Context: an optimization exercise on an open-source flow, tuned for small area. The choices shown serve that exercise and are no tape-out recipe.
Function was checked by simulation only, so behaviour that the tests miss may differ from the original.
No activity file was given, so power comes from the tool's default toggle rates.

==> flow/design.v <==
package net_tx_pkg;
  typedef logic [7:0]  byte_t;       
  typedef logic [47:0] mac_addr_t;   
  typedef logic [31:0] ip_addr_t;    
  typedef logic [15:0] port_t;       
  typedef logic [15:0] length_t;     
  typedef enum logic [1:0] {SEQ_IDLE, SEQ_READY, SEQ_START, SEQ_BUSY} seq_state_t;
  typedef enum logic [2:0] {
    MAC_IDLE,
    MAC_PREAMBLE,
    MAC_HEADER,
    MAC_PAYLOAD,
    MAC_FCS
  } mac_state_t;
  typedef enum logic [1:0] {IP_IDLE, IP_HEADER, IP_PAYLOAD} ip_state_t;
  localparam byte_t       PREAMBLE_BYTE    = 8'h55;
  localparam byte_t       SFD_BYTE         = 8'hD5;
  localparam int          PREAMBLE_LEN     = 8;      
  localparam int          MAC_HEADER_LEN   = 14;     
  localparam logic [15:0] ETHERTYPE_IPV4   = 16'h0800;
  localparam int          FCS_LEN          = 4;
  localparam logic [31:0] CRC_POLY         = 32'hEDB88320;   
  localparam logic [31:0] CRC_RESIDUE_INIT = 32'hFFFFFFFF;
  localparam int          IFG_LEN          = 12;     
  localparam int          IP_HEADER_LEN  = 20;
  localparam byte_t       IP_TTL         = 8'd128;
  localparam byte_t       IP_PROTO_UDP   = 8'd17;
  localparam logic [15:0] IP_FLAGS_DF    = 16'h4000;   
  localparam int          UDP_HEADER_LEN = 8;
  localparam port_t       LOCAL_PORT     = 16'd1024;
  localparam int MIN_PAYLOAD = 18;
  localparam int MAX_PAYLOAD = 1472;
endpackage
`timescale 1ns/1ps
module network_tx (
  input  logic        tx_clock,
  input  logic        rst,
  input  logic        udp_tx_request,
  input  logic [15:0] udp_tx_length,
  input  logic [7:0]  udp_tx_data,
  output logic        udp_tx_enable,
  output logic        udp_tx_active,
  input  logic        run,
  input  logic [47:0] local_mac,
  input  logic [31:0] local_ip,
  input  logic [47:0] dest_mac,
  input  logic [31:0] dest_ip,
  input  logic [15:0] dest_port,
  output logic [7:0]  phy_txd,
  output logic        phy_tx_en
);
  logic [6:0]  p;
  logic [10:0] pc;         
  logic [47:0] tx_dest_mac;
  logic [31:0] tx_dest_ip;
  logic [15:0] tx_dest_port;
  logic [7:0]  pay_q;      
  logic [31:0] crc_q;
  logic [31:0] crc_n;
  logic [15:0] acc;        
  logic        acc_c;      
  logic        acc_g;      
  logic [7:0]  m;          
  logic [7:0]  cd;         
  logic [7:0]  cb;         
  logic [7:0]  ipb;        
  logic [10:0] sl;         
  logic        fcs, crc_g;
  assign sl = pc + 11'd53 + {9'd0, (p > 7'd35), 1'b0} + {10'd0, (p == 7'd31) || (p == 7'd53)};
  always_ff @(posedge tx_clock) begin
    if (rst) p <= '0;
    else if (p == 7'd0) p <= udp_tx_request ? 7'd4 : 7'd0;
    else if (p == 7'd56) p <= (pc == 11'd1998) ? 7'd57 : 7'd56;
    else if (p == 7'd74) p <= '0;
    else p <= p + 7'd1;
  end
  always_ff @(posedge tx_clock) begin
    if (p == 7'd4) pc <= udp_tx_length[10:0];
    else pc <= pc - 11'd1;
  end
  assign udp_tx_enable = (p == 7'd5);
  assign udp_tx_active = (p == 7'd55) || (p == 7'd56 && pc != 11'd1998);
  always_ff @(posedge tx_clock) begin
    if (!run) begin
      tx_dest_mac  <= dest_mac;
      tx_dest_ip   <= dest_ip;
      tx_dest_port <= dest_port;
    end
  end
  always_ff @(posedge tx_clock) pay_q <= udp_tx_data;
  always_comb begin
    case (p[4:0])
      5'd8: ipb = local_ip[31:24];
      5'd9: ipb = local_ip[23:16];
      5'd10: ipb = local_ip[15:8];
      5'd11: ipb = local_ip[7:0];
      5'd12: ipb = tx_dest_ip[31:24];
      5'd13: ipb = tx_dest_ip[23:16];
      5'd14: ipb = tx_dest_ip[15:8];
      5'd15: ipb = tx_dest_ip[7:0];
      default: ipb = 8'h00;
    endcase
  end
  always_comb begin
    if (p == 7'd4) cb = 8'h05;
    else if (p == 7'd5) cb = 8'h12;
    else if (p >= 7'd8 && p <= 7'd15) cb = ipb;
    else if (p == 7'd30 || p == 7'd31) cb = m;
    else cb = 8'h00;
  end
  assign acc_g = (p > 7'd5);
  always_ff @(posedge tx_clock) begin
    {acc_c, acc[15:8]} <= {1'b0, acc[7:0] & {8{acc_g}}} + {1'b0, cb} + {8'd0, acc_c & acc_g};
    acc[7:0] <= acc[15:8];
  end
  always_comb begin
    case (p)
      7'd14: m = tx_dest_mac[47:40];
      7'd15: m = tx_dest_mac[39:32];
      7'd16: m = tx_dest_mac[31:24];
      7'd17: m = tx_dest_mac[23:16];
      7'd18: m = tx_dest_mac[15:8];
      7'd19: m = tx_dest_mac[7:0];
      7'd20: m = local_mac[47:40];
      7'd21: m = local_mac[39:32];
      7'd22: m = local_mac[31:24];
      7'd23: m = local_mac[23:16];
      7'd24: m = local_mac[15:8];
      7'd25: m = local_mac[7:0];
      7'd26: m = 8'h08;
      7'd28: m = 8'h45;
      7'd30: m = {5'd0, sl[10:8]};
      7'd31: m = sl[7:0];
      7'd34: m = 8'h40;
      7'd36: m = 8'h80;
      7'd37: m = 8'h11;
      7'd38, 7'd39: m = ~acc[7:0];
      7'd40, 7'd41, 7'd42, 7'd43, 7'd44, 7'd45, 7'd46, 7'd47: m = ipb;
      7'd48: m = 8'h04;
      7'd50: m = tx_dest_port[15:8];
      7'd51: m = tx_dest_port[7:0];
      7'd52: m = {5'd0, sl[10:8]};
      7'd53: m = sl[7:0];
      7'd56: m = pay_q;
      default: m = 8'h00;
    endcase
  end
  always_comb begin
    case (p)
      7'd10: cd = 8'h62;
      7'd11: cd = 8'h81;
      7'd12: cd = 8'h90;
      7'd13: cd = 8'hD9;
      default: cd = m;
    endcase
  end
  assign fcs   = (p >= 7'd57) && (p <= 7'd60);
  assign crc_g = !fcs && !((p >= 7'd10) && (p <= 7'd13));
  crc32_byte crc_inst (.c(crc_q), .g(crc_g), .d(cd), .n(crc_n));
  always_ff @(posedge tx_clock) crc_q <= crc_n;
  always_ff @(posedge tx_clock) begin
    if (p >= 7'd6 && p <= 7'd12) phy_txd <= 8'h55;
    else if (p == 7'd13) phy_txd <= 8'hD5;
    else if (fcs) phy_txd <= ~crc_q[7:0];
    else phy_txd <= m;
  end
  assign phy_tx_en = (p >= 7'd7) && (p <= 7'd61);
endmodule
module crc32_byte (
  input  logic [31:0] c,
  input  logic        g,
  input  logic [7:0]  d,
  output logic [31:0] n
);
  logic [7:0] x;
  assign x = (c[7:0] & {8{g}}) ^ d;
  wire s0 = x[0] ^ x[5];
  wire s1 = x[2] ^ x[3];
  wire s2 = x[1] ^ x[7];
  wire s3 = x[6] ^ s1;
  wire s4 = x[4] ^ x[7];
  wire s5 = x[6] ^ s0;
  wire s6 = x[1] ^ x[2];
  wire s7 = x[0] ^ x[4];
  wire s8 = x[1] ^ s0;
  wire s9 = x[6] ^ s2;
  wire s10 = x[3] ^ x[4];
  wire s11 = x[3] ^ s4;
  wire s12 = x[6] ^ s11;
  wire s13 = x[4] ^ s5;
  wire s14 = x[2] ^ s4;
  wire s15 = s2 ^ s10;
  wire s16 = x[5] ^ s3;
  assign n[0] = x[2] ^ c[8];
  assign n[1] = x[0] ^ x[3] ^ c[9];
  assign n[2] = x[1] ^ c[10] ^ s7;
  assign n[3] = x[5] ^ c[11] ^ s6;
  assign n[4] = x[0] ^ c[12] ^ s3;
  assign n[5] = c[13] ^ s15;
  assign n[6] = x[4] ^ x[5] ^ c[14];
  assign n[7] = c[15] ^ s5;
  assign n[8] = c[16] ^ s9;
  assign n[9] = x[7] ^ c[17];
  assign n[10] = x[2] ^ c[18];
  assign n[11] = x[3] ^ c[19];
  assign n[12] = c[20] ^ s7;
  assign n[13] = c[21] ^ s8;
  assign n[14] = x[6] ^ c[22] ^ s6;
  assign n[15] = x[7] ^ c[23] ^ s1;
  assign n[16] = c[24] ^ s1 ^ s7;
  assign n[17] = c[25] ^ s8 ^ s10;
  assign n[18] = c[26] ^ s6 ^ s13;
  assign n[19] = c[27] ^ s2 ^ s16;
  assign n[20] = c[28] ^ s12;
  assign n[21] = x[5] ^ c[29] ^ s14;
  assign n[22] = c[30] ^ s16;
  assign n[23] = c[31] ^ s12;
  assign n[24] = s0 ^ s14;
  assign n[25] = s3 ^ s8;
  assign n[26] = s2 ^ s3 ^ s7;
  assign n[27] = x[5] ^ s15;
  assign n[28] = s13;
  assign n[29] = s2 ^ s5;
  assign n[30] = x[0] ^ s9;
  assign n[31] = s2;
endmodule
export LEC_CHECK = 0
export CAP_MARGIN = 20
export CORE_MARGIN = 2
export CORE_UTILIZATION = 40
export SLEW_MARGIN = 20
create_clock -name core_clock -period 10.0 [get_ports {tx_clock}]
standard.sh (not shown) runs the stock make flow with config.mk's settings and CLKGATE_MAP_FILE= SYNTH_SCRIPT=/design/flow/synth_recipe.tcl, a recipe that flattens the netlist after the stock synthesis.
==> flow/flow/run.sh <==
#!/bin/bash
# The standard layout (standard.sh) with these changes:
#  - synthesis maps the logic with an area-oriented abc script and leaves
#    adders to abc instead of half/full-adder cells (registers are mapped
#    before either step, so they are the standard synthesis's registers)
#  - each port gets the smallest buffer, sky130_fd_sc_hd__buf_1
#  - the clock tree uses clkbuf_8 and no dummy loads
set -euo pipefail
rm -rf scripts
cp -r "$FLOW_HOME/scripts" scripts
cp flow/abc_area.script scripts/abc_speed.script
export SCRIPTS_DIR="$PWD/scripts"
export ADDER_MAP_FILE=
export BUFFER_PORTS_ARGS="-buffer_cell sky130_fd_sc_hd__buf_1"
export CTS_ARGS="-sink_clustering_enable -repair_clock_nets -dont_use_dummy_load -buf_list sky130_fd_sc_hd__clkbuf_8"
bash standard.sh > standard.log 2>&1
==> flow/flow/abc_area.script <==
&get -n
&st
&dch
&nf -R 1000
&put
Rerun with:
--- a/flow/design.v
+++ b/flow/design.v
@@ -52,20 +52,20 @@
   logic [6:0]  p;
   logic [10:0] pc;         
   logic [47:0] tx_dest_mac;
   logic [31:0] tx_dest_ip;
   logic [15:0] tx_dest_port;
-  logic [7:0]  pay_q;      
   logic [31:0] crc_q;
   logic [31:0] crc_n;
   logic [15:0] acc;        
   logic        acc_c;      
   logic        acc_g;      
   logic [7:0]  m;          
   logic [7:0]  cd;         
   logic [7:0]  cb;         
   logic [7:0]  ipb;        
+  logic [7:0]  macb;       
   logic [10:0] sl;         
   logic        fcs, crc_g;
   assign sl = pc + 11'd53 + {9'd0, (p > 7'd35), 1'b0} + {10'd0, (p == 7'd31) || (p == 7'd53)};
   always_ff @(posedge tx_clock) begin
     if (rst) p <= '0;
@@ -85,11 +85,10 @@
       tx_dest_mac  <= dest_mac;
       tx_dest_ip   <= dest_ip;
       tx_dest_port <= dest_port;
     end
   end
-  always_ff @(posedge tx_clock) pay_q <= udp_tx_data;
   always_comb begin
     case (p[4:0])
       5'd8: ipb = local_ip[31:24];
       5'd9: ipb = local_ip[23:16];
       5'd10: ipb = local_ip[15:8];
@@ -100,35 +99,41 @@
       5'd15: ipb = tx_dest_ip[7:0];
       default: ipb = 8'h00;
     endcase
   end
   always_comb begin
+    case (p[3:0])
+      4'd14: macb = tx_dest_mac[47:40];
+      4'd15: macb = tx_dest_mac[39:32];
+      4'd0: macb = tx_dest_mac[31:24];
+      4'd1: macb = tx_dest_mac[23:16];
+      4'd2: macb = tx_dest_mac[15:8];
+      4'd3: macb = tx_dest_mac[7:0];
+      4'd4: macb = local_mac[47:40];
+      4'd5: macb = local_mac[39:32];
+      4'd6: macb = local_mac[31:24];
+      4'd7: macb = local_mac[23:16];
+      4'd8: macb = local_mac[15:8];
+      default: macb = local_mac[7:0];
+    endcase
+  end
+  always_comb begin
     if (p == 7'd4) cb = 8'h05;
     else if (p == 7'd5) cb = 8'h12;
     else if (p >= 7'd8 && p <= 7'd15) cb = ipb;
     else if (p == 7'd30 || p == 7'd31) cb = m;
+    else if (p >= 7'd55) cb = udp_tx_data;
     else cb = 8'h00;
   end
-  assign acc_g = (p > 7'd5);
+  assign acc_g = (p > 7'd5) && (p < 7'd55);
   always_ff @(posedge tx_clock) begin
     {acc_c, acc[15:8]} <= {1'b0, acc[7:0] & {8{acc_g}}} + {1'b0, cb} + {8'd0, acc_c & acc_g};
     acc[7:0] <= acc[15:8];
   end
   always_comb begin
     case (p)
-      7'd14: m = tx_dest_mac[47:40];
-      7'd15: m = tx_dest_mac[39:32];
-      7'd16: m = tx_dest_mac[31:24];
-      7'd17: m = tx_dest_mac[23:16];
-      7'd18: m = tx_dest_mac[15:8];
-      7'd19: m = tx_dest_mac[7:0];
-      7'd20: m = local_mac[47:40];
-      7'd21: m = local_mac[39:32];
-      7'd22: m = local_mac[31:24];
-      7'd23: m = local_mac[23:16];
-      7'd24: m = local_mac[15:8];
-      7'd25: m = local_mac[7:0];
+      7'd14, 7'd15, 7'd16, 7'd17, 7'd18, 7'd19, 7'd20, 7'd21, 7'd22, 7'd23, 7'd24, 7'd25: m = macb;
       7'd26: m = 8'h08;
       7'd28: m = 8'h45;
       7'd30: m = {5'd0, sl[10:8]};
       7'd31: m = sl[7:0];
       7'd34: m = 8'h40;
@@ -139,11 +144,11 @@
       7'd48: m = 8'h04;
       7'd50: m = tx_dest_port[15:8];
       7'd51: m = tx_dest_port[7:0];
       7'd52: m = {5'd0, sl[10:8]};
       7'd53: m = sl[7:0];
-      7'd56: m = pay_q;
+      7'd56: m = acc[15:8];
       default: m = 8'h00;
     endcase
   end
   always_comb begin
     case (p)
=>
- The new run passed the timing, DRC and antenna checks
- worst setup slack improved by 0.73 ns
- core utilization stays flat
- via count is higher slightly
- sequential power barely changes
- clock skew went down by 0.0039 ns
- power goes up slightly
- flip-flop and latch count fell by 8
- hold slack gains 0.041 ns
- wire length climbs by a few percent
- final cell count rose slightly
- fmax rose by roughly a tenth


Setup of v6:
Another version of the RTL of network_tx (not shown whole).
For scale: about 890 cells after synthesis, roughly 220 I/O pins, roughly 9600 sq um of cells after synthesis.
==> module network_tx, before the edit <==
module network_tx (
  input  logic        tx_clock,
  input  logic        rst,
  input  logic        udp_tx_request,
  input  logic [15:0] udp_tx_length,
  input  logic [7:0]  udp_tx_data,
  output logic        udp_tx_enable,
  output logic        udp_tx_active,
  input  logic        run,
  input  logic [47:0] local_mac,
  input  logic [31:0] local_ip,
  input  logic [47:0] dest_mac,
  input  logic [31:0] dest_ip,
  input  logic [15:0] dest_port,
  output logic [7:0]  phy_txd,
  output logic        phy_tx_en
);
  logic [6:0]  p;
  logic [10:0] pc;         
  logic [47:0] tx_dest_mac;
  logic [31:0] tx_dest_ip;
  logic [15:0] tx_dest_port;
  logic [7:0]  pay_q;      
  logic [31:0] crc_q;
  logic [15:0] acc;        
  logic        acc_c;      
  logic [7:0]  m;          
  logic [7:0]  cb;         
  logic [10:0] tl, ul;
  logic        fcs;
  function automatic logic [31:0] crc_byte(input logic [31:0] crc, input logic [7:0] data);
    logic [31:0] c;
    c = crc ^ {24'h000000, data};
    for (int i = 0; i < 8; i++) begin
      c = c[0] ? ((c >> 1) ^ 32'hEDB88320) : (c >> 1);
    end
    crc_byte = c;
  endfunction
  assign tl = pc + 11'd28;
  assign ul = pc + 11'd8;
  always_ff @(posedge tx_clock) begin
    if (rst) p <= '0;
    else if (p == 7'd0) p <= {6'd0, udp_tx_request};
    else if (p == 7'd53) p <= (pc == 11'd1) ? 7'd54 : 7'd53;
    else if (p == 7'd71) p <= '0;
    else p <= p + 7'd1;
  end
  always_ff @(posedge tx_clock) begin
    if (p == 7'd1) pc <= udp_tx_length[10:0];
    else if (p == 7'd53) pc <= pc - 11'd1;
  end
  assign udp_tx_enable = (p == 7'd2);
  assign udp_tx_active = (p == 7'd52) || (p == 7'd53 && pc != 11'd1);
  always_ff @(posedge tx_clock) begin
    if (!run) begin
      tx_dest_mac  <= dest_mac;
      tx_dest_ip   <= dest_ip;
      tx_dest_port <= dest_port;
    end
  end
  always_ff @(posedge tx_clock) pay_q <= udp_tx_data;
  always_comb begin
    case (p)
      7'd3:  cb = tl[7:0];
      7'd4:  cb = {5'd0, tl[10:8]};
      7'd5:  cb = local_ip[7:0];
      7'd6:  cb = local_ip[15:8];
      7'd7:  cb = local_ip[23:16];
      7'd8:  cb = local_ip[31:24];
      7'd9:  cb = tx_dest_ip[7:0];
      7'd10: cb = tx_dest_ip[15:8];
      7'd11: cb = tx_dest_ip[23:16];
      7'd12: cb = tx_dest_ip[31:24];
      default: cb = 8'h00;
    endcase
  end
  always_ff @(posedge tx_clock) begin
    if (p <= 7'd2) begin
      acc   <= 16'h0512;
      acc_c <= 1'b0;
    end else begin
      {acc_c, acc[15:8]} <= {1'b0, acc[7:0]} + {1'b0, cb} + {8'd0, acc_c};
      acc[7:0] <= acc[15:8];
    end
  end
  always_comb begin
    case (p)
      7'd3, 7'd4, 7'd5, 7'd6, 7'd7, 7'd8, 7'd9: m = 8'h55;
      7'd10: m = 8'hD5;
      7'd11: m = tx_dest_mac[47:40];
      7'd12: m = tx_dest_mac[39:32];
      7'd13: m = tx_dest_mac[31:24];
      7'd14: m = tx_dest_mac[23:16];
      7'd15: m = tx_dest_mac[15:8];
      7'd16: m = tx_dest_mac[7:0];
      7'd17: m = local_mac[47:40];
      7'd18: m = local_mac[39:32];
      7'd19: m = local_mac[31:24];
      7'd20: m = local_mac[23:16];
      7'd21: m = local_mac[15:8];
      7'd22: m = local_mac[7:0];
      7'd23: m = 8'h08;
      7'd25: m = 8'h45;
      7'd27: m = {5'd0, tl[10:8]};
      7'd28: m = tl[7:0];
      7'd31: m = 8'h40;
      7'd33: m = 8'h80;
      7'd34: m = 8'h11;
      7'd35, 7'd36: m = ~acc[15:8];
      7'd37: m = local_ip[31:24];
      7'd38: m = local_ip[23:16];
      7'd39: m = local_ip[15:8];
      7'd40: m = local_ip[7:0];
      7'd41: m = tx_dest_ip[31:24];
      7'd42: m = tx_dest_ip[23:16];
      7'd43: m = tx_dest_ip[15:8];
      7'd44: m = tx_dest_ip[7:0];
      7'd45: m = 8'h04;
      7'd47: m = tx_dest_port[15:8];
      7'd48: m = tx_dest_port[7:0];
      7'd49: m = {5'd0, ul[10:8]};
      7'd50: m = ul[7:0];
      7'd53: m = pay_q;
      7'd54, 7'd55, 7'd56, 7'd57: m = crc_q[7:0];
      default: m = 8'h00;
    endcase
  end
  assign fcs = (p >= 7'd54) && (p <= 7'd57);
  always_ff @(posedge tx_clock) begin
    if (p <= 7'd10) crc_q <= 32'hFFFFFFFF;
    else crc_q <= crc_byte(crc_q, m);
  end
  always_ff @(posedge tx_clock) begin
    phy_txd   <= m ^ {8{fcs}};
    phy_tx_en <= (p >= 7'd3) && (p <= 7'd57);
  end
endmodule
Settings: LEC_CHECK=0, CAP_MARGIN=20, CORE_MARGIN=2, CORE_UTILIZATION=40, SLEW_MARGIN=20; clock period 10.0 ns.
run.sh (not shown) runs the stock make flow with config.mk's settings and CLKGATE_MAP_FILE= SYNTH_SCRIPT=/design/flow/synth_recipe.tcl, a recipe that flattens the netlist after the stock synthesis.
Stock flow here: none of the scripts above is used.
diff inputs: v6 => v7
--- a/flow/design.v
+++ b/flow/design.v
@@ -55,26 +55,27 @@
   logic [31:0] tx_dest_ip;
   logic [15:0] tx_dest_port;
   logic [7:0]  pay_q;      
   logic [31:0] crc_q;
   logic [15:0] acc;        
   logic        acc_c;      
+  logic        acc_g;      
   logic [7:0]  m;          
+  logic [7:0]  cd;         
   logic [7:0]  cb;         
-  logic [10:0] tl, ul;
-  logic        fcs;
+  logic [10:0] sl;         
+  logic        fcs, crc_g;
   function automatic logic [31:0] crc_byte(input logic [31:0] crc, input logic [7:0] data);
     logic [31:0] c;
     c = crc ^ {24'h000000, data};
     for (int i = 0; i < 8; i++) begin
       c = c[0] ? ((c >> 1) ^ 32'hEDB88320) : (c >> 1);
     end
     crc_byte = c;
   endfunction
-  assign tl = pc + 11'd28;
-  assign ul = pc + 11'd8;
+  assign sl = pc + ((p < 7'd40) ? 11'd28 : 11'd8);
   always_ff @(posedge tx_clock) begin
     if (rst) p <= '0;
     else if (p == 7'd0) p <= {6'd0, udp_tx_request};
     else if (p == 7'd53) p <= (pc == 11'd1) ? 7'd54 : 7'd53;
     else if (p == 7'd71) p <= '0;
     else p <= p + 7'd1;
@@ -92,38 +93,34 @@
       tx_dest_port <= dest_port;
     end
   end
   always_ff @(posedge tx_clock) pay_q <= udp_tx_data;
   always_comb begin
     case (p)
-      7'd3:  cb = tl[7:0];
-      7'd4:  cb = {5'd0, tl[10:8]};
+      7'd1:  cb = 8'h2E;
+      7'd2:  cb = 8'h05;
+      7'd3:  cb = pc[7:0];
+      7'd4:  cb = {5'd0, pc[10:8]};
       7'd5:  cb = local_ip[7:0];
       7'd6:  cb = local_ip[15:8];
       7'd7:  cb = local_ip[23:16];
       7'd8:  cb = local_ip[31:24];
       7'd9:  cb = tx_dest_ip[7:0];
       7'd10: cb = tx_dest_ip[15:8];
       7'd11: cb = tx_dest_ip[23:16];
       7'd12: cb = tx_dest_ip[31:24];
       default: cb = 8'h00;
     endcase
   end
+  assign acc_g = (p > 7'd2);
   always_ff @(posedge tx_clock) begin
-    if (p <= 7'd2) begin
-      acc   <= 16'h0512;
-      acc_c <= 1'b0;
-    end else begin
-      {acc_c, acc[15:8]} <= {1'b0, acc[7:0]} + {1'b0, cb} + {8'd0, acc_c};
-      acc[7:0] <= acc[15:8];
-    end
+    {acc_c, acc[15:8]} <= {1'b0, acc[7:0] & {8{acc_g}}} + {1'b0, cb} + {8'd0, acc_c & acc_g};
+    acc[7:0] <= acc[15:8];
   end
   always_comb begin
     case (p)
-      7'd3, 7'd4, 7'd5, 7'd6, 7'd7, 7'd8, 7'd9: m = 8'h55;
-      7'd10: m = 8'hD5;
       7'd11: m = tx_dest_mac[47:40];
       7'd12: m = tx_dest_mac[39:32];
       7'd13: m = tx_dest_mac[31:24];
       7'd14: m = tx_dest_mac[23:16];
       7'd15: m = tx_dest_mac[15:8];
       7'd16: m = tx_dest_mac[7:0];
@@ -132,14 +129,14 @@
       7'd19: m = local_mac[31:24];
       7'd20: m = local_mac[23:16];
       7'd21: m = local_mac[15:8];
       7'd22: m = local_mac[7:0];
       7'd23: m = 8'h08;
       7'd25: m = 8'h45;
-      7'd27: m = {5'd0, tl[10:8]};
-      7'd28: m = tl[7:0];
+      7'd27: m = {5'd0, sl[10:8]};
+      7'd28: m = sl[7:0];
       7'd31: m = 8'h40;
       7'd33: m = 8'h80;
       7'd34: m = 8'h11;
       7'd35, 7'd36: m = ~acc[15:8];
       7'd37: m = local_ip[31:24];
       7'd38: m = local_ip[23:16];
@@ -149,23 +146,34 @@
       7'd42: m = tx_dest_ip[23:16];
       7'd43: m = tx_dest_ip[15:8];
       7'd44: m = tx_dest_ip[7:0];
       7'd45: m = 8'h04;
       7'd47: m = tx_dest_port[15:8];
       7'd48: m = tx_dest_port[7:0];
-      7'd49: m = {5'd0, ul[10:8]};
-      7'd50: m = ul[7:0];
+      7'd49: m = {5'd0, sl[10:8]};
+      7'd50: m = sl[7:0];
       7'd53: m = pay_q;
-      7'd54, 7'd55, 7'd56, 7'd57: m = crc_q[7:0];
       default: m = 8'h00;
     endcase
   end
-  assign fcs = (p >= 7'd54) && (p <= 7'd57);
+  always_comb begin
+    case (p)
+      7'd7:  cd = 8'h62;
+      7'd8:  cd = 8'h81;
+      7'd9:  cd = 8'h90;
+      7'd10: cd = 8'hD9;
+      default: cd = m;
+    endcase
+  end
+  assign fcs   = (p >= 7'd54) && (p <= 7'd57);
+  assign crc_g = !fcs && !((p >= 7'd7) && (p <= 7'd10));
   always_ff @(posedge tx_clock) begin
-    if (p <= 7'd10) crc_q <= 32'hFFFFFFFF;
-    else crc_q <= crc_byte(crc_q, m);
+    crc_q <= crc_byte({crc_q[31:8], crc_q[7:0] & {8{crc_g}}}, cd);
   end
   always_ff @(posedge tx_clock) begin
-    phy_txd   <= m ^ {8{fcs}};
-    phy_tx_en <= (p >= 7'd3) && (p <= 7'd57);
+    if (p >= 7'd3 && p <= 7'd9) phy_txd <= 8'h55;
+    else if (p == 7'd10) phy_txd <= 8'hD5;
+    else if (fcs) phy_txd <= ~crc_q[7:0];
+    else phy_txd <= m;
   end
+  assign phy_tx_en = (p >= 7'd4) && (p <= 7'd58);
 endmodule
## What came out
- v7 vs. v6: fraction of met3 tracks used by global routing held steady, simple-gate area share of the yosys netlist shrank by 1.2 points, headroom to the max-slew limit shrank by 6.9 points, share of total power in combinational logic grew by 20 points.
- Critical path's slowest cell: a2111oi_0 -> v6, ha_1 -> v7
- v7 vs. v6: total power went up by 670 uW.
- STATUS placeable core region: v7 wins against v6
- Between v7 and v6, it is v7 whose final core utilization is higher, by 1.1 points.
- Comparing v6 and v7, synthesized-area fraction occupied by xor and xnor cells is lower on v6.
- Against v6, worst path setup slack after routing in v7 came out better.
- v6 -> v7: detailed placer's ending HPWL decreased by a few percent
- Clock tree cell share of total cell area essentially unchanged between v6 and v7.
- Register share of total power was higher in the run labelled v6.

-- static timing again, ports no longer ideal --
Ports are ideal in the flow. The routed layouts listed here were re-timed in OpenROAD.
Step 1, drivers: a clkbuf_16 drives tx_clock and a buf_2 each remaining input, both assumed.
Step 2 times the ports against the registers' clock, not the clock port: input delays grow and output delays shrink by t, the midpoint of the rising clock arrivals with the driver on.
Slacks: ideal ports / drivers / drivers and shift; pairs: ideal ports / drivers.
| run | t, ns | setup slack, ns | worst hold slack (ns) |
|---|---|---|---|
| the first run of note 1 | 0.486 | 3.878 / 3.878 / 3.878 | 0.308 / 0.308 / 0.308 |
| the second run of note 1 | 0.479 | 4.604 / 4.604 / 4.393 | 0.349 / 0.349 / 0.349 |
| v6 | 0.487 | 4.355 / 4.379 / 3.892 | 0.442 / 0.442 / 0.442 |
| v7 | 0.493 | 4.885 / 4.838 / 4.632 | 0.360 / 0.360 / 0.360 |
After both steps every run listed still meets setup and hold. The setup slack of v6, which loses most, moves by +0.024 ns with the drivers and by -0.463 ns with both steps.
